What follows belongs to an exercise in optimizing a design on an open flow for small area, a short achievable clock period and few clock cycles per item; a production flow would make more cautious choices. Only simulation tests tie the RTL to the original design; equivalence was not proved. Power is estimated from default activity; no workload was simulated.

==> flow/design.v <==
package miss_pkg;
    localparam int NLINE_W    = 26;
    localparam int SET_W      = 6;
    localparam int TAG_W      = 20;
    localparam int WAY_W      = 2;
    localparam int BEATS      = 4;
    localparam int BEAT_W     = 2;
    localparam int DATA_W     = 64;
    localparam int ID_W       = 4;
    localparam int MSHR_N     = 4;
    localparam int MSHR_W     = 2;
    localparam int DATA_DEPTH = 8;
    localparam int META_DEPTH = 2;
    localparam int ALLOC_W    = NLINE_W + WAY_W + BEAT_W + 2 * ID_W + 1;
    localparam int DATA_AW    = $clog2(DATA_DEPTH);
    localparam int META_AW    = $clog2(META_DEPTH);
    typedef struct packed {
        logic [NLINE_W-1:0] nline;
        logic [WAY_W-1:0]   way;
        logic [BEAT_W-1:0]  word;
        logic [ID_W-1:0]    sid;
        logic [ID_W-1:0]    tid;
        logic               need_rsp;
    } miss_alloc_t;
    typedef struct packed {
        logic        valid;
        miss_alloc_t req;
    } mshr_entry_t;
    typedef struct packed {
        logic [NLINE_W-1:0] nline;
        logic [MSHR_W-1:0]  id;
    } mem_req_t;
    typedef struct packed {
        logic [DATA_W-1:0] data;
        logic [MSHR_W-1:0] id;
        logic              error;
        logic              last;
    } mem_resp_t;
    typedef struct packed {
        logic [MSHR_W-1:0] id;
        logic              error;
    } refill_meta_t;
    typedef struct packed {
        logic [SET_W-1:0]  set;
        logic [WAY_W-1:0]  way;
        logic [BEAT_W-1:0] beat;
        logic [DATA_W-1:0] data;
    } refill_wr_t;
    typedef struct packed {
        logic [SET_W-1:0] set;
        logic [WAY_W-1:0] way;
        logic             valid;
        logic [TAG_W-1:0] tag;
    } dir_entry_t;
    typedef struct packed {
        logic [DATA_W-1:0] data;
        logic [ID_W-1:0]   sid;
        logic [ID_W-1:0]   tid;
        logic              error;
    } core_rsp_t;
endpackage
`timescale 1ns/1ps
module miss_handler (
    input  logic                         clk_i,
    input  logic                         rst_ni,
    input  logic                         alloc_valid_i,
    input  logic [38:0]                  alloc_i,
    output logic                         alloc_ready_o,
    output logic                         mshr_full_o,
    output logic                         mem_req_valid_o,
    output logic [27:0]                  mem_req_o,
    input  logic                         mem_req_ready_i,
    input  logic                         mem_resp_valid_i,
    input  logic [67:0]                  mem_resp_i,
    output logic                         mem_resp_ready_o,
    output logic                         refill_req_o,
    input  logic                         refill_gnt_i,
    output logic                         refill_wr_valid_o,
    output logic [73:0]                  refill_wr_o,
    output logic                         dir_wr_valid_o,
    output logic [28:0]                  dir_wr_o,
    output logic                         core_rsp_valid_o,
    output logic [72:0]                  core_rsp_o,
    input  logic [miss_pkg::NLINE_W-1:0] check_nline_i,
    output logic                         check_hit_o,
    output logic                         mshr_empty_o
);
    localparam int N = miss_pkg::MSHR_N;
    miss_pkg::miss_alloc_t alloc_s;
    miss_pkg::mem_resp_t   resp_s;
    miss_pkg::refill_wr_t  wr_s;
    miss_pkg::dir_entry_t  dir_s;
    miss_pkg::core_rsp_t   rsp_s;
    assign alloc_s = alloc_i;
    assign resp_s  = mem_resp_i;
    logic [N-1:0]                  valid_q;
    logic [miss_pkg::NLINE_W-1:0]  nline_q [N];
    logic [miss_pkg::WAY_W-1:0]    way_q   [N];
    logic [miss_pkg::BEAT_W-1:0]   word_q  [N];
    logic [miss_pkg::ID_W-1:0]     sid_q   [N];
    logic [miss_pkg::ID_W-1:0]     tid_q   [N];
    logic [N-1:0]                  rsp_q;
    logic [miss_pkg::MSHR_W-1:0]   idx_q, idx_d;
    logic [N-1:0]                  valid_d;
    logic                          take, ret;
    logic [miss_pkg::MSHR_W-1:0]   rid;
    assign mshr_full_o  = &valid_q;
    assign mshr_empty_o = ~|valid_q;
    assign alloc_ready_o   = mem_req_ready_i && !mshr_full_o;
    assign mem_req_valid_o = alloc_valid_i && !mshr_full_o;
    assign mem_req_o       = {alloc_s.nline, idx_q};
    assign take            = alloc_valid_i && alloc_ready_o;
    always_comb begin
        check_hit_o = 1'b0;
        for (int i = 0; i < N; i++) begin
            if (valid_q[i] && (nline_q[i] == check_nline_i)) begin
                check_hit_o = 1'b1;
            end
        end
    end
    always_comb begin
        valid_d = valid_q;
        if (ret) begin
            valid_d[rid] = 1'b0;
        end
        if (take) begin
            valid_d[idx_q] = 1'b1;
        end
    end
    always_comb begin
        idx_d = idx_q;
        if (!(mem_req_valid_o && !mem_req_ready_i)) begin
            idx_d = '0;
            for (int i = N - 1; i >= 0; i--) begin
                if (!valid_d[i]) begin
                    idx_d = miss_pkg::MSHR_W'(i);
                end
            end
        end
    end
    always_ff @(posedge clk_i or negedge rst_ni) begin
        if (!rst_ni) begin
            valid_q <= '0;
            idx_q   <= '0;
        end else begin
            valid_q <= valid_d;
            idx_q   <= idx_d;
        end
    end
    always_ff @(posedge clk_i) begin
        for (int i = 0; i < N; i++) begin
            if (take && idx_q == miss_pkg::MSHR_W'(i)) begin
                nline_q[i] <= alloc_s.nline;
                way_q[i]   <= alloc_s.way;
                word_q[i]  <= alloc_s.word;
                sid_q[i]   <= alloc_s.sid;
                tid_q[i]   <= alloc_s.tid;
                rsp_q[i]   <= alloc_s.need_rsp;
            end
        end
    end
    logic [miss_pkg::BEAT_W-1:0] cnt_q;
    logic                        mid, fire;
    assign mid              = (cnt_q != '0);
    assign refill_req_o     = mem_resp_valid_i && !mid;
    assign mem_resp_ready_o = mid || refill_gnt_i;
    assign fire             = mem_resp_valid_i && mem_resp_ready_o;
    assign rid              = resp_s.id;
    assign ret              = fire && (cnt_q == miss_pkg::BEAT_W'(miss_pkg::BEATS - 1));
    always_ff @(posedge clk_i or negedge rst_ni) begin
        if (!rst_ni) begin
            cnt_q <= '0;
        end else if (fire) begin
            cnt_q <= cnt_q + 1'b1;
        end
    end
    assign refill_wr_valid_o = fire && !resp_s.error;
    assign wr_s.set  = nline_q[rid][miss_pkg::SET_W-1:0];
    assign wr_s.way  = way_q[rid];
    assign wr_s.beat = cnt_q;
    assign wr_s.data = resp_s.data;
    assign refill_wr_o = wr_s;
    assign dir_wr_valid_o = ret;
    assign dir_s.set   = nline_q[rid][miss_pkg::SET_W-1:0];
    assign dir_s.way   = way_q[rid];
    assign dir_s.valid = !resp_s.error;
    assign dir_s.tag   = nline_q[rid][miss_pkg::NLINE_W-1 -: miss_pkg::TAG_W];
    assign dir_wr_o    = dir_s;
    assign core_rsp_valid_o = fire && rsp_q[rid] && (cnt_q == word_q[rid]);
    assign rsp_s.data  = resp_s.data;
    assign rsp_s.sid   = sid_q[rid];
    assign rsp_s.tid   = tid_q[rid];
    assign rsp_s.error = resp_s.error;
    assign core_rsp_o  = rsp_s;
endmodule
==> flow/flow/run.sh <==
#!/bin/bash
# Standard layout, with the port buffers made from plain buffers instead of
# the delay cells ORFS picks for sky130hd, and delay cells kept out of repair.
set -euo pipefail
cat >> config.mk <<'MK'
export BUFFER_PORTS_ARGS = -buffer_cell sky130_fd_sc_hd__buf_2
export DONT_USE_CELLS = sky130_fd_sc_hd__clkdlybuf4s15_1 sky130_fd_sc_hd__clkdlybuf4s15_2 sky130_fd_sc_hd__clkdlybuf4s18_1 sky130_fd_sc_hd__clkdlybuf4s18_2 sky130_fd_sc_hd__clkdlybuf4s25_1 sky130_fd_sc_hd__clkdlybuf4s25_2 sky130_fd_sc_hd__clkdlybuf4s50_1 sky130_fd_sc_hd__clkdlybuf4s50_2 sky130_fd_sc_hd__dlygate4sd1_1 sky130_fd_sc_hd__dlygate4sd2_1 sky130_fd_sc_hd__dlygate4sd3_1 sky130_fd_sc_hd__dlymetal6s2s_1 sky130_fd_sc_hd__dlymetal6s4s_1 sky130_fd_sc_hd__dlymetal6s6s_1

MK
bash standard.sh > standard.log 2>&1
==> flow/standard.sh <==
#!/bin/bash
# synth_recipe.tcl (not shown) runs the flow's synth.tcl, then flattens the netlist and writes it again
# the make line also repeats each setting of config.mk as NAME=value (left out here)
make -C /OpenROAD-flow-scripts/flow DESIGN_CONFIG=/design/flow/config.mk WORK_HOME=/design/flow/orfs CLKGATE_MAP_FILE= SYNTH_SCRIPT=/design/flow/synth_recipe.tcl "${@:-finish}"
==> flow/config.mk <==
export PLATFORM = sky130hd
export DESIGN_NAME = miss_handler
export DESIGN_NICKNAME = miss_handler
export VERILOG_FILES = /design/flow/design.v
export SDC_FILE = /design/flow/constraint.sdc
export NUM_CORES = 4
export LEC_CHECK = 0
export CAP_MARGIN = 20
export CORE_MARGIN = 2
export CORE_UTILIZATION = 40
export CTS_BUF_LIST = sky130_fd_sc_hd__clkbuf_8
export CTS_CLUSTER_SIZE = 30
export SETUP_SLACK_MARGIN = 1.5
export SLEW_MARGIN = 20
export BUFFER_PORTS_ARGS = -buffer_cell sky130_fd_sc_hd__buf_2
export DONT_USE_CELLS = sky130_fd_sc_hd__clkdlybuf4s15_1 sky130_fd_sc_hd__clkdlybuf4s15_2 sky130_fd_sc_hd__clkdlybuf4s18_1 sky130_fd_sc_hd__clkdlybuf4s18_2 sky130_fd_sc_hd__clkdlybuf4s25_1 sky130_fd_sc_hd__clkdlybuf4s25_2 sky130_fd_sc_hd__clkdlybuf4s50_1 sky130_fd_sc_hd__clkdlybuf4s50_2 sky130_fd_sc_hd__dlygate4sd1_1 sky130_fd_sc_hd__dlygate4sd2_1 sky130_fd_sc_hd__dlygate4sd3_1 sky130_fd_sc_hd__dlymetal6s2s_1 sky130_fd_sc_hd__dlymetal6s4s_1 sky130_fd_sc_hd__dlymetal6s6s_1

==> flow/constraint.sdc <==
create_clock -name core_clock -period 4.5 [get_ports {clk_i}]
set_input_delay 0.9000 -clock core_clock [delete_from_list [all_inputs] [get_ports {clk_i}]]
set_output_delay 0.9000 -clock core_clock [all_outputs]
set_load 0.01 [all_outputs]
==> results of run 1 <==
==> sequential cells by signal (all words and copies together) (netlist names) <==
| signal | count |
|---|---|
| nline_q | 104 |
| sid_q | 16 |
| tid_q | 16 |
| way_q | 8 |
| word_q | 8 |
| rsp_q | 4 |
| valid_q | 4 |
| cnt_q | 2 |
| idx_q | 2 |
==> Yosys cell counts <==
master                     instances  share of area, %
sky130_fd_sc_hd__ha_1              2              0.29
sky130_fd_sc_hd__xor2_1           44               4.5
sky130_fd_sc_hd__buf_2             4              0.23
sky130_fd_sc_hd__buf_4           168                15
sky130_fd_sc_hd__nor3_1            6              0.35
sky130_fd_sc_hd__o41ai_1           2              0.21
sky130_fd_sc_hd__inv_2             4              0.18
sky130_fd_sc_hd__and2_1            5              0.37
sky130_fd_sc_hd__mux4_2           39                10
sky130_fd_sc_hd__nand4_1          24               1.8
sky130_fd_sc_hd__nand3_1           2              0.12
sky130_fd_sc_hd__nor4_1           14               1.0
sky130_fd_sc_hd__o21ai_1           1             0.059
sky130_fd_sc_hd__o31ai_1           1             0.088
sky130_fd_sc_hd__nand2_1           5              0.22
sky130_fd_sc_hd__mux2_2            1              0.13
sky130_fd_sc_hd__nor2b_1           2              0.15
sky130_fd_sc_hd__nor2_1            4              0.18
sky130_fd_sc_hd__o41ai_2           1              0.19
sky130_fd_sc_hd__a21oi_1           2              0.12
sky130_fd_sc_hd__xnor2_1          63               6.5
sky130_fd_sc_hd__edfxtp_1        156                55
sky130_fd_sc_hd__clkbuf_1         10              0.44
sky130_fd_sc_hd__a21oi_2           1              0.10
sky130_fd_sc_hd__o41a_1            1              0.13
sky130_fd_sc_hd__and2b_1           1             0.088
sky130_fd_sc_hd__dfrtp_1           8               2.3
sky130_fd_sc_hd__inv_1             6              0.26
==> metal layers <==
metal | GRT usage (%) | up-vias | wire, µm
met1 | 22.5 | 2263 | 7830
met5 | 1.36 | - | 67
met3 | 11.1 | 35 | 3040
li1 | - | 1961 | -
met4 | 5.99 | 6 | 366
met2 | 34.7 | 330 | 11800
==> area by class of cell <==
cell class	count	share of cell area (%)
tap	275	3.72
timing repair buffer	170	11.1
sequential	164	52.9
inverter	10	0.406
antenna	1	0.0271
clock buffer	17	2.53
multi-input combinational	221	28.1
clock inverter	15	1.33
==> cells in the final DEF, fill, tap and decap left out, drive strengths merged, types with 3 or more instances in the layout <==
cell type and n:
inv 16, mux4 39, xor2 44, buf 170, clkinv 7, xnor2 63
dfrtp 8, nand4 24, nand2 5, nor4 14, edfxtp 156, clkbuf 17
and2 5, o41ai 3, a21oi 3, nor3 6, nor2 4
==> repair_timing <==
action	in CTS	in global routing
endpoints found under the hold margin	0	0
cloned	1	0
setup buffers	4	0
gates resized for setup	62	3
setup endpoints to repair	46	3
pin swaps	22	0
==> through the flow <==
step                      cells  cell area (µm²)  setup slack, ps  utilization (%)  hold WS [ps]
after floorplan             577             8560             1460                -           544
after global placement      835             8440              914             40.3           507
after detailed placement    835             8440              905             40.3           560
after CTS                   872             9220             1480             44.0           227
after global routing        872             9240             1400             44.1           241
final                       873             9240             1460             44.1           267
==> cells by family (layout without fill, tap and decap cells) <==
group                    Yosys count  count (layout)  synth area share (%)
flip-flops                       164             164                  57.3
XOR/XNOR                         107             107                  11.0
multiplexers                      40              40                  10.4
adder cells (fa/ha/maj)            2               2                 0.293
other                              0               1                     0
buffers and inverters            192             212                  15.9
AND/OR/NAND/NOR                   63              63                  4.25
AO/OA/AOI/OAI                      9               9                 0.895
==> path summary, 6_finish.rpt <==
path,start,end,slack [ps],cells after the start
setup / recovery,check_nline_i[0],check_hit_o,1460,7
hold / removal,rst_ni,cnt_q[0],270,1
setup reg to reg,valid_q[1],nline_q[1][13],1940,5
hold reg to reg,cnt_q[0],cnt_q[0],570,1
max in group asynchronous,rst_ni,valid_q[1],4050,1
min in group core_clock,cnt_q[0],cnt_q[0],570,1
==> report_power, final <==
| part | leakage [nW] | internal, mW | switching, mW |
|---|---|---|---|
| Sequential | 1.51 | 1.87 | 0.123 |
| Combinational | 1.61 | 0.341 | 0.455 |
| Clock | 0.181 | 0.394 | 0.574 |
| Total | 3.30 | 2.60 | 1.15 |
==> worst register-to-register path, stage by stage (launching register included) <==
cell                      delay [ps]
sky130_fd_sc_hd__dfrtp_1         440
sky130_fd_sc_hd__nand4_1         250
sky130_fd_sc_hd__inv_2           130
sky130_fd_sc_hd__nor3_1          300
sky130_fd_sc_hd__and2_2          750
sky130_fd_sc_hd__buf_4           390
==> run notes, run 1 <==
The clock transition at the register clock pins on the worst setup and hold paths after CTS came out at 90 ps. The detail route stage leaves a number of antenna-violating nets equal to 0. The post-layout minimum cycle time came out at 3040 ps.

The TritonCTS clock tree is yes. The overall global routing resource usage is 20.6%. The leakage dissipation came out at 3.30 nW.

The wire length of the first global-routing pass came out at 32.4 mm. The aggregate negative setup slack is 0 ps. The final-report hold violation count came out at 0. The die width is 150 µm. The number of nets in the final layout is 725.

Entering global routing, the biggest net connects 41 pins. The area enclosed by the die boundary is 22,500 µm². The post-cts hold buffer count is 0. The I/O pin count came out at 353.

The initial cell density of the core is 40.7%. Detailed placement ended at an HPWL of 17.6 mm. The total detailed-routing wirelength came out at 23.2 mm.

The worst-case headroom to the max-slew limit came out at 43.7%. Setup repair after global routing could not meet its margin everywhere. The clock sink total came out at 164. The height of the die is 150 µm.

In this run the worst path has a maximum fanout of 4. The clock latency at the later pin of the worst-skew pair is 460 ps. The delay of the slowest critical-path stage came out at 320 ps. The type of the setup path with the least slack is in2out. The layout overhead on the synthesized area came out at 8.30%. The number of setup violations in the final report came out at 0. Dividing the detail-routed wire length by the instance count gives 26.5 µm.

STA classifies the critical path endpoint as an output port. The run finished with no timing, DRC or antenna violations. The number of global-route vias before repair was 4,766.

The first routing iteration left 265 violations. The number of instances in the synthesized netlist is 577. The number of DRC violations after detailed routing came out at 0. The number of buffers and inverters on the critical path is 2. The total number of yosys warnings came out at 6.

The standard cell core area is 21,000 µm². Counting stages on the worst path, the most repeated cell is sky130_fd_sc_hd__nand4_1. The proportion of layout cells with a drive suffix above 1 came out at 46.9%.

Port buffering added 159 buffers. The cell area after synthesis is 8530 µm². The placement row count is 53.

The cell with the biggest individual delay on the critical path is sky130_fd_sc_hd__nor4_2. The sequential cell area is 4880 µm². The power density over the cells came out at 406 nW/µm².

The sequential share of the synthesized area came out at 57.3%. The slew of the pin with the lowest slew margin is 844 ps. Walking the worst path, the cells encountered are buf_6 -> xnor2_2 -> nand4_1 -> nor4_2 -> nand4_1 -> nand4_1 -> buf_2. The mean instance size in the synthesized netlist came out at 14.8 µm².

The via count came out at 4,595. The final clock skew is 12.2 ps. The number of antenna violations at the first check in global routing came out at 3. The number of nets produced by synthesis is 718. The worst voltage drop across the vdd grid came out at 0.000297 V. The count of maximum capacitance violations is 0.

The root buffer cell chosen for the clock tree is sky130_fd_sc_hd__clkbuf_8. STA puts the critical path data required time at 3600 ps. The number of synthesized register bits came out at 164. The synthesized netlist contains 28 unique library cells. Data on the critical path arrives at its endpoint at 2140 ps. The number of inserted filler cells in the final layout came out at 1,926. In the routed layout, each cell is associated on average with a via count of 5.26. The number of iterations in the first detailed-routing pass came out at 4.

The element type at the critical path start is a primary input. The maximum level of the CTS H-tree came out at 4. Routability-driven placement finished with a final weighted congestion of 0.809. In the final layout, the multi-input gates occupy 2590 µm². The maximum number of buffers from clock root to sink came out at 2. The cell family contributing the most delay on the critical path is simple AND/OR/NAND/NOR gates. The number of clock buffers added by TritonCTS is 17. Summing internal, switching and leakage power gives 3.75 mW. The total grt overflow is 0.

Timing would allow up to 329 MHz. The worst path uses 67.5% of the clock period. The worst hold path class is in2async.

The final number of max-transition violations came out at 0.
Testbench counts, summed over its fixed seeds: cycles 9,977, items 2,400.
==> inputs of run 2 (changes only) <==
--- a/flow/config.mk
+++ b/flow/config.mk
@@ -7,2 +7,3 @@
 export LEC_CHECK = 0
+export ABC_AREA = 1
 export CAP_MARGIN = 20
@@ -11,3 +12,2 @@
 export CTS_BUF_LIST = sky130_fd_sc_hd__clkbuf_8
-export CTS_CLUSTER_SIZE = 30
 export SETUP_SLACK_MARGIN = 1.5
==> run notes, run 2 <==
The largest registers in the layout are nline_q (104), sid_q (16), tid_q (16). Counting every net in the synthesized netlist gives 1,169. The area enclosed by the die boundary is 24,100 µm². Dividing total power by cell area gives a power density of 402 nW/µm². Data on the critical path arrives at its endpoint at 2140 ps. The clock latency at the later pin of the worst-skew pair is 470 ps. The number of instances in the synthesized netlist is 1,028. The logic gate share of total power is 21.0%. The final-report hold violation count came out at 0.

Summed over all layers, the global routing overflow is 0. Measured against its own limit, the worst slew margin works out to 41.2%. The post-route fraction of the period consumed by the critical path is 67.5%. Net switching is 33.2% of the power. TritonCTS built the clock tree. The violation count after the first detailed-route iteration is 497. The via density per instance is 4.96. The proportion of layout cells with a drive suffix above 1 came out at 22.2%. Of the post-synthesis cell area, the dominant cell type holds 51.1%.

The height of the die is 155 µm. The cell internal power dissipation came out at 2.62 mW. Counting the buffers created by CTS gives 17. In the final routed layout, each cell accounts on average for 21.9 µm.

The number of DRC violations after detailed routing is 0. The analysis attributes to cell leakage a power of 4.36 nW. The final core area utilization is 43.3%. The flip-flop count of the largest register, all copies and words added is 104. The number of iterations in the first detailed-routing pass came out at 5.

For this run, the register share of the synthesized area comes to 53.3%. The worst voltage drop across the vdd grid is 0.000170 V. The number of hold buffers added after CTS was 0. The data required time at the worst endpoint came out at 3600 ps. The die is 155 µm wide. The setup slack of the critical path after layout came out at 1460 ps.

The via count is 6,730. Global routing consumed, over all layers together, 23.6% of the routing resources. The library cell used most frequently in the layout, excluding fill and tap cells, is sky130_fd_sc_hd__nand2_1. Once detailed placement completed, the half-perimeter wirelength came to 22.4 mm. The slew of the pin with the lowest slew margin came out at 883 ps.

For this run, the number of standard cells in the final layout without fillers is 1,356. The biggest area contributor in the post-synthesis netlist is sky130_fd_sc_hd__edfxtp_1. The wire length of the first global-routing pass is 40.2 mm. The placement row count came out at 55.

The worst path in the final design needs a cycle of 3040 ps, including I/O delays and setup. The clock transition at the register clock pins on the worst setup and hold paths after CTS is 110 ps. The number of antenna violations at the first check in global routing is 2. Ranked by total cell area, the synthesized netlist is headed by sky130_fd_sc_hd__edfxtp_1 51%, sky130_fd_sc_hd__nand2_1 15%, sky130_fd_sc_hd__buf_4 13%, sky130_fd_sc_hd__inv_1 5.0%, sky130_fd_sc_hd__nor2_1 3.1%. The mean instance size in the synthesized netlist is 8.92 µm². Prior to clock tree synthesis, the placed netlist has a worst setup slack of 1050 ps. Wires add up to 29.7 mm. The largest fanout of any net on the critical path came out at 4.

For this run, the top clock speed supported by timing is 329 MHz. The count of maximum capacitance violations came out at 0. The library cells used most frequently in the layout, excluding fill and tap cells, are 351 x sky130_fd_sc_hd__nand2_1, 163 x sky130_fd_sc_hd__buf_2, 156 x sky130_fd_sc_hd__edfxtp_1, 113 x sky130_fd_sc_hd__inv_1, 71 x sky130_fd_sc_hd__nor2_1. The cell area after synthesis is 9170 µm². Once detail routing completed, the nets flagged for antenna violations numbered 0. The startpoint identified for the worst register-to-register timing path is valid_q[3]. STA classifies the critical path startpoint as a primary input. The final number of max-transition violations was 0. Once the floorplan was initialized, standard cells occupied 40.6% of the core. Tracing the worst setup path back leads to its startpoint at check_nline_i[19]. Ranked by instance count, the synthesized netlist is headed by 355 x sky130_fd_sc_hd__nand2_1, 164 x sky130_fd_sc_hd__buf_4, 156 x sky130_fd_sc_hd__edfxtp_1, 121 x sky130_fd_sc_hd__inv_1, 75 x sky130_fd_sc_hd__nor2_1.

The maximum number of buffers from clock root to sink is 2. The final estimated routing congestion in global placement is 0.900. The core region is 22,600 µm². The maximum level of the CTS H-tree is 4. The number of setup violations in the final report came out at 0. The layout overhead on the synthesized area came out at 6.52%.

Adding up every negative setup slack in the final design gives 0 ps. Ranked by flip-flop count, first place goes to nline_q. The most common cell in the synthesized netlist is sky130_fd_sc_hd__nand2_1. The largest net degree at the start of global routing is 40. Among all flip-flop cells after synthesis, the most frequent one is sky130_fd_sc_hd__edfxtp_1. The worst setup path is of the in2out kind.

The number of synthesized flops with an enable pin came out at 156. The number of global-route vias before repair was 6,352. During synthesis, Yosys emitted a total of 6 warnings. The CTS root buffer is sky130_fd_sc_hd__clkbuf_8. After synthesis the netlist holds a flip-flop and latch count of 164. The clock sink total came out at 164. Sequential cells burn 50.0% of the power.

The I/O pin count is 353. The count of distinct cell types in the synthesized netlist is 28. The worst hold path class is in2async.

The proportion of register bits with asynchronous set or reset after synthesis is 4.88%. Setup repair after global routing could not meet its margin everywhere. The critical path endpoint category is an output port.

The net switching power figure is 1.30 mW. The run finished with no timing, DRC or antenna violations. The number of cells in the design after placement is 1,305. The count of buffers added on input and output ports is 159. The final clock skew came out at 14.6 ps.

The clock network is responsible for 29.1% of the overall power. The number of nets in the final layout is 1,198.
## run 2: repair_timing
| action | 4_1_cts | 5_1_grt |
|---|---|---|
| cloned | 0 | 1 |
| endpoints found under the hold margin | 0 | 0 |
| endpoints found under the setup margin | 46 | 25 |
| buffers inserted | 11 | 6 |
| gates resized for setup | 16 | 26 |
| pin swaps | 2 | 14 |
## run 2: cell type report
type / instances / area [µm²]
fill: 2240 / 12800
antenna: 1 / 2.50
sequential: 164 / 4880
inverter: 125 / 492
clock inverter: 15 / 208
timing repair inverter: 1 / 8.76
multi-input combinational: 561 / 2570
tap: 285 / 357
clock buffer: 17 / 234
timing repair buffer: 187 / 1010
## run 2: final timing paths
| check | to | slack (ps) | cells past startpoint |
|---|---|---|---|
| setup / recovery | check_hit_o | 1460 | 9 |
| hold / removal | valid_q[0] | 260 | 1 |
| setup reg to reg | nline_q[2][6] | 2110 | 6 |
| hold reg to reg | idx_q[1] | 580 | 2 |
| max in group asynchronous | valid_q[2] | 4060 | 1 |
| min in group core_clock | idx_q[1] | 580 | 2 |
## run 2: critical path: stages
cell	delay (ps)
sky130_fd_sc_hd__buf_2	130
sky130_fd_sc_hd__a21boi_0	340
sky130_fd_sc_hd__nand2_1	100
sky130_fd_sc_hd__nor2_1	140
sky130_fd_sc_hd__nand3_1	120
sky130_fd_sc_hd__nor2_1	110
sky130_fd_sc_hd__nor2_1	40
sky130_fd_sc_hd__nand2_1	110
sky130_fd_sc_hd__buf_2	150
## run 2: cells by family (layout without fill, tap and decap cells)
logic type      count (synthesis)  count (layout)  synth area share, %
compound gates                 75              75                 5.17
fa+ha+maj                       2               2                0.273
xor+xnor                       23              23                 2.20
flops                         164             164                 53.3
buf+inv                       303             345                 19.3
simple gates                  461             461                 19.7
other cells                     0               1                    0
## run 2: power by group through the flow
stage | clock, mW | combinational [mW] | sequential (mW)
after floorplan | 0 | 0.581 | 1.98
after global placement | 0 | 0.780 | 1.99
after detailed placement | 0 | 0.787 | 1.99
after CTS | 1.16 | 0.810 | 1.96
after global routing | 1.22 | 0.905 | 1.98
final | 1.14 | 0.822 | 1.96
## run 2: stage by stage
stage,hold WS (ps),power (mW),instance area (µm²)
after detailed placement,544,2.78,9090
after floorplan,519,2.56,9170
final,258,3.92,9760
after CTS,235,3.92,9640
after global placement,544,2.77,9090
after global routing,248,4.10,9760
## run 2: per-layer routing
metal  vias up  part of all wire (%)  track usage, %  wire [µm]
met5         -                  0.16            1.04         46
met4         4                   3.5            9.96       1040
met3        58                    12            11.0       3590
met2       370                    48            39.0      14200
met1      3113                    36            26.3      10800
li1       3185                     -               -          -
==> inputs of run 3 (changes only) <==
--- a/flow/flow/run.sh
+++ b/flow/flow/run.sh
@@ -7,3 +7,2 @@
 export DONT_USE_CELLS = sky130_fd_sc_hd__clkdlybuf4s15_1 sky130_fd_sc_hd__clkdlybuf4s15_2 sky130_fd_sc_hd__clkdlybuf4s18_1 sky130_fd_sc_hd__clkdlybuf4s18_2 sky130_fd_sc_hd__clkdlybuf4s25_1 sky130_fd_sc_hd__clkdlybuf4s25_2 sky130_fd_sc_hd__clkdlybuf4s50_1 sky130_fd_sc_hd__clkdlybuf4s50_2 sky130_fd_sc_hd__dlygate4sd1_1 sky130_fd_sc_hd__dlygate4sd2_1 sky130_fd_sc_hd__dlygate4sd3_1 sky130_fd_sc_hd__dlymetal6s2s_1 sky130_fd_sc_hd__dlymetal6s4s_1 sky130_fd_sc_hd__dlymetal6s6s_1
-
 MK
--- a/flow/config.mk
+++ b/flow/config.mk
@@ -7,3 +7,2 @@
 export LEC_CHECK = 0
-export ABC_AREA = 1
 export CAP_MARGIN = 20
@@ -16,2 +15 @@
 export DONT_USE_CELLS = sky130_fd_sc_hd__clkdlybuf4s15_1 sky130_fd_sc_hd__clkdlybuf4s15_2 sky130_fd_sc_hd__clkdlybuf4s18_1 sky130_fd_sc_hd__clkdlybuf4s18_2 sky130_fd_sc_hd__clkdlybuf4s25_1 sky130_fd_sc_hd__clkdlybuf4s25_2 sky130_fd_sc_hd__clkdlybuf4s50_1 sky130_fd_sc_hd__clkdlybuf4s50_2 sky130_fd_sc_hd__dlygate4sd1_1 sky130_fd_sc_hd__dlygate4sd2_1 sky130_fd_sc_hd__dlygate4sd3_1 sky130_fd_sc_hd__dlymetal6s2s_1 sky130_fd_sc_hd__dlymetal6s4s_1 sky130_fd_sc_hd__dlymetal6s6s_1
-
==> run notes, run 3 <==
The run finished with no timing, DRC or antenna violations. The synthesized design contains 164 register bits. The worst voltage drop across the vdd grid came out at 0.000297 V. The total number of yosys warnings came out at 6. The number of cells in the finished layout apart from fillers is 873. The number of global-route vias before repair came out at 4,766. The final-report hold violation count is 0. The commonest register cell after synthesis is sky130_fd_sc_hd__edfxtp_1. After synthesis, the largest area contributor takes up 54.9% of total cell area. The number of antenna violations at the first check in global routing came out at 3.

The via density per instance is 5.26. The largest net degree at the start of global routing is 41. The top cell types in the final layout, fill and taps aside, are 156 x sky130_fd_sc_hd__edfxtp_1, 149 x sky130_fd_sc_hd__buf_2, 44 x sky130_fd_sc_hd__xor2_1, 39 x sky130_fd_sc_hd__mux4_2, 39 x sky130_fd_sc_hd__xnor2_1.

The die width came out at 150 µm. The number of buffers added on ports came out at 159. The element type at the critical path start is a primary input. The average routed wire per standard cell came out at 26.5 µm. The number of iterations in the first detailed-routing pass came out at 4. The standard cell core area came out at 21,000 µm².

The fmax is 329 MHz. The number of DRC violations after detailed routing came out at 0. Between clock sinks in the finished design, the worst skew comes to 12.2 ps. The clock sink total came out at 164.

The post-layout minimum cycle time is 3040 ps. The critical path endpoint category is an output port. The aggregate negative setup slack came out at 0 ps. The largest registers in the layout are nline_q (104), sid_q (16), tid_q (16). The I/O pin count is 353. The cell area after synthesis came out at 8530 µm². The worst-case headroom to the max-slew limit came out at 43.7%. The H-tree generated during clock tree synthesis spans 4 levels. The maximum number of buffers from clock root to sink is 2. The proportion of layout cells with a drive suffix above 1 is 46.9%. The slew of the pin with the lowest slew margin came out at 844 ps. Setup repair after global routing could not meet its margin everywhere. The clock transition at the register clock pins on the worst setup and hold paths after CTS came out at 90 ps. The post-DP HPWL came out at 17.6 mm. The total placed instance area is 8440 µm². The sequential share of the synthesized area is 57.3%. The final estimated routing congestion in global placement is 0.809. The post-route fraction of the period consumed by the critical path came out at 67.5%.

The violation count after the first detailed-route iteration is 265. The post-cts hold buffer count came out at 0. For the worst-skew pair, the clock arrives at the later sink with an insertion delay of 460 ps. The proportion of register bits with asynchronous set or reset after synthesis is 4.88%.

TritonCTS created 17 clock buffers. At the worst endpoint, the required time is 3600 ps. The final number of max-transition violations came out at 0.

Of all nets on the critical path, the largest fanout is 4. Once the floorplan was initialized, standard cells occupied 40.7% of the core. Sorting the synthesized cells by how often they occur yields 168 x sky130_fd_sc_hd__buf_4, 156 x sky130_fd_sc_hd__edfxtp_1, 63 x sky130_fd_sc_hd__xnor2_1, 44 x sky130_fd_sc_hd__xor2_1, 39 x sky130_fd_sc_hd__mux4_2. The most common cell in the synthesized netlist is sky130_fd_sc_hd__buf_4. Each instance of the synthesized netlist takes up on average 14.8 µm².

TritonCTS built the clock tree. At the end of the flow, the number of nets in the layout was 725. CTS placed an instance of sky130_fd_sc_hd__clkbuf_8 at the clock tree root. Sorting the synthesized cells by area gives the leading types as sky130_fd_sc_hd__edfxtp_1 55%, sky130_fd_sc_hd__buf_4 15%, sky130_fd_sc_hd__mux4_2 10%, sky130_fd_sc_hd__xnor2_1 6.5%, sky130_fd_sc_hd__xor2_1 4.5%. The number of cells in the design after placement is 835. The count of maximum capacitance violations is 0. The leakage dissipation came out at 3.30 nW. The number of setup violations in the final report came out at 0. The total grt overflow came out at 0.

Counting flops per register, the top entry is nline_q. The detailed router placed 4,595 vias in this run. From synthesis to final layout, the design area changed by 8.30%.

The area enclosed by the die boundary came out at 22,500 µm². The post-route worst hold slack is 267 ps. The number of synthesized flops with an enable pin is 156. The flip-flop count of the largest register, all copies and words added is 104.

Counting every net in the synthesized netlist gives 718. The wire length of the first global-routing pass came out at 32.4 mm. The placement row count is 53. The cell type with the largest total area after synthesis is sky130_fd_sc_hd__edfxtp_1. After synthesis, the netlist uses 28 different library cells. The data arrival time of the critical path came out at 2140 ps. Counting every instance in the synthesized netlist gives 577. Summing all multi-input logic gate instances after layout gives 2590 µm². Global routing used 20.6% of the available tracks across all layers. The number of inserted filler cells in the final layout is 1,926.

The area of all placed cells without fillers came out at 9240 µm². The sequential cell area is 4880 µm². The type of the setup path with the least slack is in2out. For this design the ratio of total power to cell area is 406 nW/µm². From bottom edge to top edge, the die measures 150 µm. The worst hold path class is in2async. The count of antenna-violating nets left after detailed routing came out at 0. The library cell used most frequently in the layout, excluding fill and tap cells, is sky130_fd_sc_hd__edfxtp_1. The total detailed-routing wirelength came out at 23.2 mm.
[run 3: changes by cell type in the layout (fill, tap and decap cells not counted), sizes merged, moves of 6 or more]
cell,change
nand2,-352
inv,-115
nor2,-73
xnor2,+47
mux4,+39
o21ai,-37
xor2,+37
buf,-16
o2111ai,-16
nor4,+13
nand3,-6
nand4,+6
nor3,+6
[run 3: repair_timing]
action | CTS | global route
pin swaps | 22 | 0
hold endpoints to repair | 0 | 0
gates cloned | 1 | 0
resized for setup | 62 | 3
setup endpoints to repair | 46 | 3
setup buffers | 4 | 0
[run 3: where the power goes]
group / leakage [nW] / switching (mW) / internal [mW]
Clock: 0.181 / 0.574 / 0.394
Sequential: 1.51 / 0.123 / 1.87
Combinational: 1.61 / 0.455 / 0.341
Total: 3.30 / 1.15 / 2.60
[run 3: path summary, 6_finish.rpt]
path                                  startpoint             end  slack [ps]  cells past startpoint
worst max register to register        valid_q[1]  nline_q[1][13]        1940                      5
max in group asynchronous                 rst_ni      valid_q[1]        4050                      1
worst min register to register          cnt_q[0]        cnt_q[0]         570                      1
min in group core_clock                 cnt_q[0]        cnt_q[0]         570                      1
worst max-delay path            check_nline_i[0]     check_hit_o        1460                      7
worst min-delay path                      rst_ni        cnt_q[0]         270                      1
[run 3: area by class of cell]
type	instances	share of cell area, %
diodes	1	0.0271
flip-flops and latches	164	52.9
repair buffers	170	11.1
inverters	10	0.406
clock buffers	17	2.53
multi-input cells	221	28.1
well taps	275	3.72
clock inverters	15	1.33
[run 3: kinds of logic after synthesis]
kind of cell	Yosys count	share of synthesized area (%)
muxes	40	10.4
buffers and inverters	192	15.9
xor gates and xnor gates	107	11.0
DFF	164	57.3
AOI/OAI and AO/OA	9	0.895
and+or+nand+nor	63	4.25
adders and majority gates	2	0.293
[run 3: critical path, stage by stage]
cell,delay [ps]
sky130_fd_sc_hd__buf_6,120
sky130_fd_sc_hd__xnor2_2,170
sky130_fd_sc_hd__nand4_1,180
sky130_fd_sc_hd__nor4_2,320
sky130_fd_sc_hd__nand4_1,120
sky130_fd_sc_hd__nand4_1,170
sky130_fd_sc_hd__buf_2,160
[run 3: metrics by stage]
step,util [%],total power [mW],setup slack [ps]
5_1_grt,44.1,3.92,1400
6_report,44.1,3.75,1460
3_5_place_dp,40.3,2.78,905
2_1_floorplan,-,2.57,1460
4_1_cts,44.0,3.80,1480
3_3_place_gp,40.3,2.76,914
[run 3: per-layer routing]
layer,vias up,GRT usage [%],share of wire (%)
met1,2263,22.5,34
met4,6,5.99,1.6
met5,-,1.36,0.29
met2,330,34.7,51
met3,35,11.1,13
li1,1961,-,-
==> inputs of run 4 (changes only) <==
--- a/flow/flow/run.sh
+++ b/flow/flow/run.sh
@@ -7,2 +7,3 @@
 export DONT_USE_CELLS = sky130_fd_sc_hd__clkdlybuf4s15_1 sky130_fd_sc_hd__clkdlybuf4s15_2 sky130_fd_sc_hd__clkdlybuf4s18_1 sky130_fd_sc_hd__clkdlybuf4s18_2 sky130_fd_sc_hd__clkdlybuf4s25_1 sky130_fd_sc_hd__clkdlybuf4s25_2 sky130_fd_sc_hd__clkdlybuf4s50_1 sky130_fd_sc_hd__clkdlybuf4s50_2 sky130_fd_sc_hd__dlygate4sd1_1 sky130_fd_sc_hd__dlygate4sd2_1 sky130_fd_sc_hd__dlygate4sd3_1 sky130_fd_sc_hd__dlymetal6s2s_1 sky130_fd_sc_hd__dlymetal6s4s_1 sky130_fd_sc_hd__dlymetal6s6s_1
+
 MK
--- a/flow/config.mk
+++ b/flow/config.mk
@@ -9,4 +9,5 @@
 export CORE_MARGIN = 2
-export CORE_UTILIZATION = 40
+export CORE_UTILIZATION = 65
 export CTS_BUF_LIST = sky130_fd_sc_hd__clkbuf_8
+export PLACE_DENSITY = 0.8
 export SETUP_SLACK_MARGIN = 1.5
@@ -15 +16,2 @@
 export DONT_USE_CELLS = sky130_fd_sc_hd__clkdlybuf4s15_1 sky130_fd_sc_hd__clkdlybuf4s15_2 sky130_fd_sc_hd__clkdlybuf4s18_1 sky130_fd_sc_hd__clkdlybuf4s18_2 sky130_fd_sc_hd__clkdlybuf4s25_1 sky130_fd_sc_hd__clkdlybuf4s25_2 sky130_fd_sc_hd__clkdlybuf4s50_1 sky130_fd_sc_hd__clkdlybuf4s50_2 sky130_fd_sc_hd__dlygate4sd1_1 sky130_fd_sc_hd__dlygate4sd2_1 sky130_fd_sc_hd__dlygate4sd3_1 sky130_fd_sc_hd__dlymetal6s2s_1 sky130_fd_sc_hd__dlymetal6s4s_1 sky130_fd_sc_hd__dlymetal6s6s_1
+
==> run notes, run 4 <==
The number of global-route vias before repair is 4,739. The critical path endpoint category is an output port. With fillers left out, the area of the finished cells amounts to 9120 µm². After clock tree synthesis, the clock-pin slew on the worst setup and hold paths is 80 ps. The layout overhead on the synthesized area came out at 6.94%. Setup violations remaining at the end of the flow were counted as 0. The top cell type by area accounts for 54.9% of the synthesized area. STA puts the critical path data required time at 3600 ps. The H-tree generated during clock tree synthesis spans 4 levels.

The commonest register cell after synthesis is sky130_fd_sc_hd__edfxtp_1. In the final layout, the registers with the most flip-flops are nline_q (104), sid_q (16), tid_q (16). The number of antenna cells inserted is 0. The worst-case IR drop observed on VDD is 0.000271 V. The total clock buffers created by CTS came out at 17. The post-route fraction of the period consumed by the critical path came out at 69.8%. The critical path in this run is classified as in2out.

The total grt overflow is 0. After synthesis the netlist holds a flip-flop and latch count of 164. For the pin with the worst max-slew slack, the measured transition is 1130 ps. The clock latency at the later pin of the worst-skew pair came out at 450 ps. The min-delay analysis places its worst path in the category in2async.

The first TritonRoute pass finished after 5 iterations. The number of instances in the synthesized netlist came out at 577. The setup slack after placement is 898 ps. The number of DRC violations after detailed routing is 0. Dividing the detail-routed wire length by the instance count gives 29.4 µm. By area the synthesized netlist is led by sky130_fd_sc_hd__edfxtp_1 55%, sky130_fd_sc_hd__buf_4 15%, sky130_fd_sc_hd__mux4_2 10%, sky130_fd_sc_hd__xnor2_1 6.5%, sky130_fd_sc_hd__xor2_1 4.5%. The wire length of the first global-routing pass came out at 31.4 mm. The TritonCTS clock tree is yes. The height of the die came out at 119 µm. The via count came out at 4,728. The power density over the cells came out at 403 nW/µm². The leakage dissipation is 3.31 nW.

The count of antenna-violating nets left after detailed routing is 0. By count the netlist is led by 168 x sky130_fd_sc_hd__buf_4, 156 x sky130_fd_sc_hd__edfxtp_1, 63 x sky130_fd_sc_hd__xnor2_1, 44 x sky130_fd_sc_hd__xor2_1, 39 x sky130_fd_sc_hd__mux4_2. In this run the cell area measured after placement is 8300 µm². CTS placed an instance of sky130_fd_sc_hd__clkbuf_8 at the clock tree root. In this run, the number of DRC markers left after iteration 0 of detailed routing was 472. The startpoint identified for the worst register-to-register timing path is valid_q[1]. The final clock skew is 11.0 ps. The number of antenna violations at the first check in global routing is 0. Summed over all layers, the routed wires come to 22.5 mm. CTS saw 164 sinks. nline_q holds more flip-flops than any other register.

In this run, placement finished with an instance count of 732. The largest fanout of any net on the critical path came out at 4. The total number of yosys warnings came out at 6.

The number of post-CTS setup repair buffers came out at 0. The proportion of layout cells with a drive suffix above 1 is 46.6%. The largest net degree at the start of global routing is 40. The post-DP HPWL came out at 17.0 mm. The number of nets in the final layout came out at 722. The number of buffers added on ports is 159. The data arrival time of the critical path is 2240 ps. The sequential share of the synthesized area came out at 57.3%. By instance count, the leading cell after synthesis is sky130_fd_sc_hd__buf_4.

The count of distinct cell types in the synthesized netlist is 28. The element type at the critical path start is a primary input. The depth of the most critical reg-to-reg path is 4. Setup repair after global routing could not meet its margin everywhere. A synthesized cell averages 14.8 µm².

The I/O pin count came out at 353. The final number of max-transition violations was 0. The post-layout minimum cycle time is 3140 ps. Of all cell types, the one taking the most synthesized area is sky130_fd_sc_hd__edfxtp_1. The endpoint identified for the worst register-to-register timing path is nline_q[0][7].

The most common cell after layout, fill and taps aside is sky130_fd_sc_hd__edfxtp_1. The count of maximum capacitance violations is 0. The flow ran to the end and the layout has no timing, DRC or antenna violations. The placement row count is 41. The cell area after synthesis came out at 8530 µm². The fmax came out at 318 MHz.

The worst-case headroom to the max-slew limit came out at 24.9%. The via density per instance came out at 6.17. In the layout the commonest cells are 156 x sky130_fd_sc_hd__edfxtp_1, 149 x sky130_fd_sc_hd__buf_2, 44 x sky130_fd_sc_hd__xor2_1, 39 x sky130_fd_sc_hd__mux4_2, 33 x sky130_fd_sc_hd__xnor2_1. The congestion estimate from routability-driven global placement came to 0.926.

The post-cts hold buffer count came out at 0. The maximum number of buffers from clock root to sink is 2. The flip-flop count of the largest register, all copies and words added is 104. The number of cells in the finished layout apart from fillers is 766. Counting flops with an async set or reset pin after synthesis yields a share of 4.88%. The final-report hold violation count was 0. The number of synthesized flops with an enable pin came out at 156. The area enclosed by the die boundary came out at 14,100 µm². The standard cell core area is 12,700 µm². The aggregate negative setup slack came out at 0 ps.

The setup slack of the critical path after layout came out at 1360 ps. The number of nets produced by synthesis is 718. The slack of the worst reg-to-reg path came out at 2130 ps. The initial cell density of the core is 67.1%. The die is 119 µm wide.

The post-route worst hold slack came out at 276 ps. The overall global routing resource usage came out at 32.0%.
-- run 4: power breakdown --
group          internal [mW]  switching [mW]
Combinational          0.348           0.444
Sequential              1.87           0.128
Clock                  0.371           0.517
Total                   2.59            1.09
-- run 4: per-stage QoR --
stage	power, mW	utilization, %
2_1_floorplan	2.57	-
3_3_place_gp	2.72	65.3
3_5_place_dp	2.75	65.3
4_1_cts	3.65	70.6
5_1_grt	3.80	71.7
6_report	3.67	71.7
-- run 4: worst max-delay path by stage --
stage	to	cells past startpoint	slack (ps)	startpoint
after floorplan	refill_wr_o[67]	5	1460	mem_resp_i[2]
after global placement	refill_wr_o[71]	4	900	mem_resp_i[2]
after detailed placement	refill_wr_o[71]	4	900	mem_resp_i[2]
after CTS	check_hit_o	7	1500	check_nline_i[20]
after global routing	check_hit_o	6	1420	nline_q[1][16]
final	check_hit_o	7	1360	check_nline_i[2]
-- run 4: layout make-up --
cell class	count	area [µm²]
multi-input cells	221	2650
fillers	821	3600
flip-flops and latches	164	4880
clock buffers	17	234
clock inverters	15	95.1
well taps	172	215
repair buffers	167	1010
inverters	10	37.5
-- run 4: routing by layer --
metal / GRT usage [%] / part of all wire [%]
met5: 3.68 / 0.20
met2: 46.5 / 46
met4: 8.18 / 2.3
met3: 26.4 / 20
met1: 35.7 / 32
-- run 4: what timing repair did --
| item | CTS | global route |
|---|---|---|
| hold endpoints to repair | 0 | 0 |
| cloned | 2 | 0 |
| gates resized for setup | 47 | 25 |
| pin swaps | 18 | 14 |
| setup endpoints to repair | 46 | 3 |
-- run 4: cells by family (layout without fill, tap and decap cells) --
group | count (synthesis) | after routing | share of synthesized area [%]
compound gates | 9 | 9 | 0.895
xor+xnor | 107 | 107 | 11.0
fa+ha+maj | 2 | 2 | 0.293
buf+inv | 192 | 209 | 15.9
flops | 164 | 164 | 57.3
mux | 40 | 40 | 10.4
simple gates | 63 | 63 | 4.25
-- run 4: critical path, stage by stage --
cell and delay, ps:
sky130_fd_sc_hd__buf_2 140, sky130_fd_sc_hd__xnor2_1 270, sky130_fd_sc_hd__nand4_1 130, sky130_fd_sc_hd__nor4_1 350, sky130_fd_sc_hd__nand4_1 130, sky130_fd_sc_hd__nand4_1 160, sky130_fd_sc_hd__buf_2 160
==> inputs of run 5 (changes only) <==
--- a/flow/flow/run.sh
+++ b/flow/flow/run.sh
@@ -5,5 +5,4 @@
 cat >> config.mk <<'MK'
-export BUFFER_PORTS_ARGS = -buffer_cell sky130_fd_sc_hd__buf_2
+export BUFFER_PORTS_ARGS = -buffer_cell sky130_fd_sc_hd__buf_1
 export DONT_USE_CELLS = sky130_fd_sc_hd__clkdlybuf4s15_1 sky130_fd_sc_hd__clkdlybuf4s15_2 sky130_fd_sc_hd__clkdlybuf4s18_1 sky130_fd_sc_hd__clkdlybuf4s18_2 sky130_fd_sc_hd__clkdlybuf4s25_1 sky130_fd_sc_hd__clkdlybuf4s25_2 sky130_fd_sc_hd__clkdlybuf4s50_1 sky130_fd_sc_hd__clkdlybuf4s50_2 sky130_fd_sc_hd__dlygate4sd1_1 sky130_fd_sc_hd__dlygate4sd2_1 sky130_fd_sc_hd__dlygate4sd3_1 sky130_fd_sc_hd__dlymetal6s2s_1 sky130_fd_sc_hd__dlymetal6s4s_1 sky130_fd_sc_hd__dlymetal6s6s_1
-
 MK
--- a/flow/config.mk
+++ b/flow/config.mk
@@ -9,9 +9,6 @@
 export CORE_MARGIN = 2
-export CORE_UTILIZATION = 65
-export CTS_BUF_LIST = sky130_fd_sc_hd__clkbuf_8
-export PLACE_DENSITY = 0.8
+export CORE_UTILIZATION = 40
 export SETUP_SLACK_MARGIN = 1.5
 export SLEW_MARGIN = 20
-export BUFFER_PORTS_ARGS = -buffer_cell sky130_fd_sc_hd__buf_2
+export BUFFER_PORTS_ARGS = -buffer_cell sky130_fd_sc_hd__buf_1
 export DONT_USE_CELLS = sky130_fd_sc_hd__clkdlybuf4s15_1 sky130_fd_sc_hd__clkdlybuf4s15_2 sky130_fd_sc_hd__clkdlybuf4s18_1 sky130_fd_sc_hd__clkdlybuf4s18_2 sky130_fd_sc_hd__clkdlybuf4s25_1 sky130_fd_sc_hd__clkdlybuf4s25_2 sky130_fd_sc_hd__clkdlybuf4s50_1 sky130_fd_sc_hd__clkdlybuf4s50_2 sky130_fd_sc_hd__dlygate4sd1_1 sky130_fd_sc_hd__dlygate4sd2_1 sky130_fd_sc_hd__dlygate4sd3_1 sky130_fd_sc_hd__dlymetal6s2s_1 sky130_fd_sc_hd__dlymetal6s4s_1 sky130_fd_sc_hd__dlymetal6s6s_1
-
==> run notes, run 5 <==
Data on the critical path is required at its endpoint by 3600 ps. The number of global-route vias before repair came out at 4,689. Global routing consumed, over all layers together, 20.5% of the routing resources. Compared with the post-synthesis result, the final layout area differs by 9.61%.

The synthesized design contains 156 enable-type register cells. The average routed wire per standard cell is 26.8 µm. The number of synthesized register bits came out at 164.

The signal on the critical path passes through buf_6 -> xnor2_4 -> nand4_1 -> nor4_2 -> nand4_1 -> nand4_1 -> buf_2. The largest fanout of any net on the critical path came out at 4. Global routing finished with a remaining overflow of 0. Setup violations remaining at the end of the flow were counted as 0. The final-report hold violation count is 0.

The commonest register cell after synthesis is sky130_fd_sc_hd__edfxtp_1. In this run the remaining antenna-violating nets after routing total 0. The mean instance size in the synthesized netlist is 14.8 µm². The total number of yosys warnings is 6. Leaving out fill and tap cells, the most frequent cells in the layout are 156 x sky130_fd_sc_hd__edfxtp_1, 130 x sky130_fd_sc_hd__buf_1, 44 x sky130_fd_sc_hd__xor2_1, 40 x sky130_fd_sc_hd__xnor2_1, 39 x sky130_fd_sc_hd__mux4_2. The final clock skew is 7.52 ps.

The count of distinct cell types in the synthesized netlist is 28. Counting stages on the worst path, the most repeated cell is sky130_fd_sc_hd__nand4_1. Of all cell types, the one taking the most synthesized area is sky130_fd_sc_hd__edfxtp_1.

The clock passes through at most 2 buffers. The number of cells in the design after placement came out at 835. The maximum level of the CTS H-tree came out at 4.

The wire length of the first global-routing pass is 32.0 mm. Among all cell types in the netlist, the one instantiated most often is sky130_fd_sc_hd__buf_4. The worst setup path is of the in2out kind. Summed over all layers, the routed wires come to 23.3 mm. Summed over all failing endpoints, the final setup total negative slack is 0 ps. The total clock buffers created by CTS is 17. The placement row count is 53. The final estimated routing congestion in global placement is 0.801. The number of nets in the final layout came out at 726. The post-DP HPWL is 17.6 mm. The area enclosed by the die boundary came out at 22,500 µm². The worst voltage drop across the vdd grid came out at 0.000253 V. The flow ran to the end and the layout has no timing, DRC or antenna violations.

The worst setup path is launched from a primary input. At the end of the flow the core is filled with cells to 44.6%. The floorplan step set the die height to 150 µm. The most common cell after layout, fill and taps aside is sky130_fd_sc_hd__edfxtp_1. The tree is rooted in a sky130_fd_sc_hd__clkbuf_16.

The final total power is 4.18 mW. The violation count after the first detailed-route iteration came out at 273. For this design the static power due to leakage is 3.03 nW. The I/O pin count came out at 353.

Prior to clock tree synthesis, the placed netlist has a worst setup slack of 1000 ps. After synthesis, the share of flip-flops with an asynchronous set or reset is 4.88%. The area of all placed cells without fillers is 9350 µm².

The post-route fraction of the period consumed by the critical path is 67.3%. In the post-synthesis netlist, the biggest area contributors are sky130_fd_sc_hd__edfxtp_1 55%, sky130_fd_sc_hd__buf_4 15%, sky130_fd_sc_hd__mux4_2 10%, sky130_fd_sc_hd__xnor2_1 6.5%, sky130_fd_sc_hd__xor2_1 4.5%. The slew of the pin with the lowest slew margin is 668 ps. Setup slack closes at 1470 ps. The fmax came out at 330 MHz. The initial cell density of the core came out at 40.7%. The worst hold path belongs to the class in2async. The count of maximum capacitance violations came out at 0. After clock tree synthesis, the clock-pin slew on the worst setup and hold paths is 60 ps. The mapped netlist covers 8530 µm². Of the synthesized area, sequential elements account for 57.3%. The proportion of layout cells with a drive suffix above 1 came out at 24.5%.

TritonCTS built the clock tree. The standard cell core area came out at 21,000 µm². For this design the ratio of total power to cell area is 447 nW/µm². The post-route worst hold slack came out at 388 ps. The post-cts hold buffer count came out at 0.

The delay of the slowest critical-path stage is 350 ps. The via count is 4,559. Entering global routing, the biggest net connects 34 pins. Using the TritonRoute via totals, the vias-per-cell ratio works out to 5.23. The cell with the biggest individual delay on the critical path is sky130_fd_sc_hd__nor4_2. The area share of the largest cell type after synthesis is 54.9%. The final number of max-transition violations came out at 0. For this run, the number of standard cells in the final layout without fillers is 872. The largest registers in the layout are nline_q (104), sid_q (16), tid_q (16). The register with the most flip-flops in the layout has 104 of them. The post-layout minimum cycle time came out at 3030 ps. Port buffering added 159 buffers. The worst-case headroom to the max-slew limit is 55.1%. STA puts the critical path data arrival time at 2130 ps. The clock sink total is 164.

The number of antenna violations at the first check in global routing came to 1. Setup repair after global routing could not meet its margin everywhere. The number of iterations in the first detailed-routing pass is 4. The number of instances in the synthesized netlist is 577. The commonest cells after synthesis are 168 x sky130_fd_sc_hd__buf_4, 156 x sky130_fd_sc_hd__edfxtp_1, 63 x sky130_fd_sc_hd__xnor2_1, 44 x sky130_fd_sc_hd__xor2_1, 39 x sky130_fd_sc_hd__mux4_2. The register with the highest flop count is nline_q. The number of DRC violations after detailed routing is 0. The total placed instance area is 8240 µm².

The die width came out at 150 µm. When the netlist entered floorplanning its net count stood at 718. The worst setup path is captured at an output port. The clock latency at the later pin of the worst-skew pair is 430 ps.
[run 5: changes by cell type in the layout (fill, tap and decap cells not counted), sizes merged]
cell,change
clkbuf,+8
bufinv,+3
clkinv,-3
inv,-3
bufbuf,-2
clkinvlp,-1
diode,+1
[run 5: cell type report]
| type | instances | area, µm² |
|---|---|---|
| clock inverter | 11 | 138 |
| inverter | 10 | 37.5 |
| timing repair buffer | 171 | 878 |
| multi-input combinational | 221 | 2630 |
| clock buffer | 19 | 433 |
| tap | 275 | 344 |
| fill | 1930 | 11600 |
| antenna | 1 | 2.50 |
| sequential | 164 | 4880 |
[run 5: routing by layer]
| layer | wire length [µm] | vias to the layer above | GRT usage (%) |
|---|---|---|---|
| met5 | 46 | - | 1.36 |
| met4 | 297 | 2 | 5.33 |
| met3 | 3110 | 23 | 11.1 |
| met2 | 11800 | 325 | 34.4 |
| met1 | 8100 | 2252 | 22.8 |
| li1 | - | 1957 | - |
[run 5: power by group]
part / total [mW] / internal, mW / switching, mW
logic: 0.773 / 0.315 / 0.458
clock network: 1.41 / 0.858 / 0.553
registers: 1.99 / 1.87 / 0.125
total: 4.18 / 3.04 / 1.14
[run 5: what timing repair did]
item                       4_1_cts  5_1_grt
resized for setup               53       63
gates cloned                     1        0
pin swaps                        7       28
hold endpoints to repair         0        0
setup endpoints to repair       38        2
setup buffers                    1        4
[run 5: worst max-delay path, delay by kind of cell]
| kind | cells | cell delay, ps |
|---|---|---|
| simple gates | 4 | 760 |
| xor+xnor | 1 | 190 |
| buf+inv | 2 | 270 |
[run 5: cells by family after synthesis]
family / Yosys count / synth area share (%)
flops: 164 / 57.3
simple gates: 63 / 4.25
fa+ha+maj: 2 / 0.293
mux: 40 / 10.4
buf+inv: 192 / 15.9
compound gates: 9 / 0.895
xor+xnor: 107 / 11.0
[run 5: path summary, 6_finish.rpt]
kind | from | end | slack, ps | depth (start not counted)
max in group asynchronous | rst_ni | valid_q[0] | 3790 | 1
max reg2reg | valid_q[3] | tid_q[1][3] | 2090 | 5
min | rst_ni | cnt_q[0] | 390 | 1
min in group core_clock | cnt_q[0] | cnt_q[0] | 530 | 1
min reg2reg | cnt_q[0] | cnt_q[0] | 530 | 1
max | check_nline_i[5] | check_hit_o | 1470 | 7
==> inputs of run 6 (changes only) <==
--- a/flow/config.mk
+++ b/flow/config.mk
@@ -10,3 +10,4 @@
 export CORE_UTILIZATION = 40
-export SETUP_SLACK_MARGIN = 1.5
+export CTS_BUF_LIST = sky130_fd_sc_hd__clkbuf_8
+export SETUP_SLACK_MARGIN = 1.75
 export SLEW_MARGIN = 20
==> run notes, run 6 <==
The maximum level of the CTS H-tree came out at 4. The worst voltage drop across the vdd grid came out at 0.000258 V. The proportion of layout cells with a drive suffix above 1 came out at 33.1%. The register with the highest flop count is nline_q. Buffers inserted to repair hold after CTS numbered 0. After synthesis, the netlist uses 28 different library cells.

The initial cell density of the core came out at 40.7%. The total detailed-routing wirelength is 25.2 mm. The mean instance size in the synthesized netlist came out at 14.8 µm². The final core area utilization is 45.7%. The number of placed instances, taps included, is 837. The area enclosed by the die boundary came out at 22,500 µm². In this run the worst hold path is classified as in2async. The count of maximum capacitance violations came out at 0. The flip-flop count of the largest register, all copies and words added is 104. The number of antenna violations at the first check in global routing is 2. The wire length of the first global-routing pass is 34.4 mm.

The most common cell after layout, fill and taps aside is sky130_fd_sc_hd__edfxtp_1. The I/O pin count is 353. In the final layout, the registers with the most flip-flops are nline_q (104), sid_q (16), tid_q (16). The flow ran to the end and the layout has no timing, DRC or antenna violations.

The proportion of register bits with asynchronous set or reset after synthesis is 4.88%. The most common cell in the synthesized netlist is sky130_fd_sc_hd__buf_4. The number of buffers added on ports is 159.

The worst-case headroom to the max-slew limit is 52.7%. The fmax came out at 329 MHz. The die width came out at 150 µm. The final-report hold violation count came out at 0. Ranked by instance count, the synthesized netlist is headed by 168 x sky130_fd_sc_hd__buf_4, 156 x sky130_fd_sc_hd__edfxtp_1, 63 x sky130_fd_sc_hd__xnor2_1, 44 x sky130_fd_sc_hd__xor2_1, 39 x sky130_fd_sc_hd__mux4_2. The critical path starts at check_nline_i[0]. The critical path's top delay family is simple AND/OR/NAND/NOR gates. The final estimated routing congestion in global placement came out at 0.858. Walking the worst path, the cells encountered are buf_2 -> xnor2_1 -> nand4_1 -> nor4_2 -> nand4_1 -> nand4_1 -> buf_2. The total area of multi-input combinational cells came out at 2700 µm². The post-layout minimum cycle time is 3040 ps. TritonCTS built the clock tree. The overall global routing resource usage is 22.2%.

The maximum number of buffers from clock root to sink came out at 2. The largest fanout of any net on the critical path came out at 4. The CTS root buffer is sky130_fd_sc_hd__clkbuf_8.

The clock sink total is 164. STA classifies the critical path startpoint as a primary input. The slowest stage of the critical path is the sky130_fd_sc_hd__xnor2_1 cell. The aggregate negative setup slack came out at 0 ps. The share of the Yosys chip area taken by registers is 57.3%. The delay of the slowest critical-path stage is 240 ps. The net count of the finished layout is 737.

The power density over the cells came out at 410 nW/µm². The standard cell core area came out at 21,000 µm². The setup slack after placement came out at 996 ps. For the worst-skew pair, the clock arrives at the later sink with an insertion delay of 460 ps. The height of the die is 150 µm.

The number of setup violations in the final report came out at 0. By startpoint and endpoint, the worst setup path is classified as in2out. Dividing the detail-routed wire length by the instance count gives 28.5 µm.

The total number of yosys warnings is 6. The via count is 4,638. The critical path endpoint category is an output port. The number of inserted filler cells in the final layout is 1,870. The final clock skew came out at 14.5 ps.

The data required time at the worst endpoint is 3600 ps. The buffers plus inverters on the worst setup path is 2. The total grt overflow is 0. The top cell types in the final layout, fill and taps aside, are 156 x sky130_fd_sc_hd__edfxtp_1, 99 x sky130_fd_sc_hd__buf_1, 44 x sky130_fd_sc_hd__xor2_1, 39 x sky130_fd_sc_hd__mux4_2, 35 x sky130_fd_sc_hd__xnor2_1. The detail route stage leaves a number of antenna-violating nets equal to 0. Setup repair after global routing could not meet its margin everywhere. Of the available clock period, the critical path in the final layout requires 67.5%.

The largest net degree at the start of global routing is 41. The cell type with the highest occurrence count on the critical path is sky130_fd_sc_hd__nand4_1. The number of iterations in the first detailed-routing pass is 4. The post-DP HPWL came out at 18.8 mm. Data on the critical path arrives at its endpoint at 2140 ps. From synthesis to final layout, the design area changed by 12.2%.

The cell area after synthesis came out at 8530 µm². The cell type with the largest total area after synthesis is sky130_fd_sc_hd__edfxtp_1. The leakage dissipation came out at 3.21 nW. The area of all placed cells without fillers is 9570 µm². The via density per instance is 5.24. For the pin with the worst max-slew slack, the measured transition is 710 ps.

The total placed instance area is 8270 µm². After synthesis, the cell types taking the most area are sky130_fd_sc_hd__edfxtp_1 55%, sky130_fd_sc_hd__buf_4 15%, sky130_fd_sc_hd__mux4_2 10%, sky130_fd_sc_hd__xnor2_1 6.5%, sky130_fd_sc_hd__xor2_1 4.5%. The area share of the largest cell type after synthesis came out at 54.9%.

The number of DRC violations after detailed routing came out at 0. In the post-route analysis, the smallest setup slack over all paths is 1460 ps. The most used flip-flop cell after synthesis is sky130_fd_sc_hd__edfxtp_1.

After the flow finishes, the layout carries non-filler instances totaling 885. The number of synthesized flops with an enable pin came out at 156. For this block, the initial DRC count from the detailed router was 265.

The number of instances in the synthesized netlist came out at 577. The startpoint of the most critical register-to-register path is valid_q[3]. The clock transition at the register clock pins on the worst setup and hold paths after CTS is 90 ps. In the final layout, flip-flops and latches occupy 4880 µm².

The final number of max-transition violations came out at 0. The number of nets produced by synthesis is 718. The total clock buffers created by CTS came out at 17. The placement row count is 53. The number of global-route vias before repair came to 4,938. The number of synthesized register bits is 164.
run 6: cell types whose count changed in the layout (fill, tap and decap cells not counted), sizes merged:
cell,before,now
clkbuf,25,41
buf,165,158
inv,10,12
clkinvlp,4,5
diode,1,2
run 6: worst paths after layout:
| path | endpoint | slack, ps | cells after the start |
|---|---|---|---|
| min reg2reg | cnt_q[0] | 670 | 2 |
| min | cnt_q[1] | 370 | 1 |
| max | check_hit_o | 1460 | 7 |
| max in group asynchronous | valid_q[2] | 3780 | 1 |
| min in group core_clock | cnt_q[0] | 670 | 2 |
| max reg2reg | nline_q[1][9] | 2030 | 5 |
run 6: cell type report:
cell class                 instances  share of cell area, %
antenna                            2                 0.0523
clock buffer                      17                   2.44
clock inverter                    14                   1.74
inverter                          10                  0.392
multi-input combinational        221                   28.2
sequential                       164                   51.0
tap                              275                   3.59
timing repair buffer             182                   12.6
run 6: power by group:
part	switching, mW	internal, mW	total (mW)	leakage [nW]
sequential	0.127	1.87	1.99	1.51
combinational	0.489	0.371	0.860	1.51
clock	0.535	0.541	1.08	0.192
run 6: cell families (layout without fill, tap and decap cells):
logic type	count (synthesis)	in the layout	share of synthesized area (%)
simple gates	63	63	4.25
compound gates	9	9	0.895
other cells	0	2	0
mux	40	40	10.4
flops	164	164	57.3
xor+xnor	107	107	11.0
fa+ha+maj	2	2	0.293
buf+inv	192	223	15.9
run 6: layer usage:
layer	GRT usage [%]	up-vias	wire length, µm
met5	0	-	0
met4	6.70	0	579
li1	-	1986	-
met1	23.0	2284	8330
met3	12.6	39	3340
met2	38.4	329	13000
run 6: per-stage QoR:
step                      total power [mW]  hold slack, ps
final                                 3.93             371
after global routing                  4.09             359
after floorplan                       2.58             544
after global placement                2.73             518
after CTS                             3.93             341
after detailed placement              2.76             538
run 6: what timing repair did:
item                       in CTS  in global routing
cloned                          4                  1
gates resized for setup       142                 49
setup buffers                   7                  3
setup endpoints to repair      47                 41
pin swaps                      20                  3

==> afterwards: timing with drivers on the ports <==
How much do the figures lean on ideal ports? The routed layouts below were timed once more, with nothing changed but the port constraints. Step 1: set_driving_cell puts a clkbuf_16 on clk_i and a buf_2 on each other input, an assumption about the parent block. Step 2 adds t to the input delays and takes it off the output delays; t is the mean of the earliest and latest rising clock arrival at the registers after step 1. Input paths then give back, and output paths get back, about the clock's delay inside the block. Three values: ideal ports, drivers, drivers and shift; two values: the first two.
| run | t, ns | setup WS [ns] | worst hold slack (ns) | slew at the worst register clock pin (ns) |
|---|---|---|---|---|
| run 1 | 0.492 | 1.462 / 1.427 / 1.427 | 0.267 / 0.257 / 0.568 | 0.09 / 0.09 |
| run 2 | 0.508 | 1.461 / 1.425 / 1.425 | 0.258 / 0.239 / 0.575 | 0.11 / 0.11 |
| run 3 | 0.492 | 1.462 / 1.427 / 1.427 | 0.267 / 0.257 / 0.568 | 0.09 / 0.09 |
| run 4 | 0.484 | 1.358 / 1.329 / 1.329 | 0.276 / 0.272 / 0.529 | 0.09 / 0.09 |
| run 5 | 0.463 | 1.472 / 1.425 / 1.425 | 0.388 / 0.374 / 0.534 | 0.06 / 0.06 |
| run 6 | 0.489 | 1.462 / 1.403 / 1.403 | 0.371 / 0.365 / 0.674 | 0.09 / 0.09 |
After both steps setup and hold are still met in every run listed. The setup slack of run 6, which loses most, moves by -0.059 ns with the drivers and by -0.059 ns with both steps.
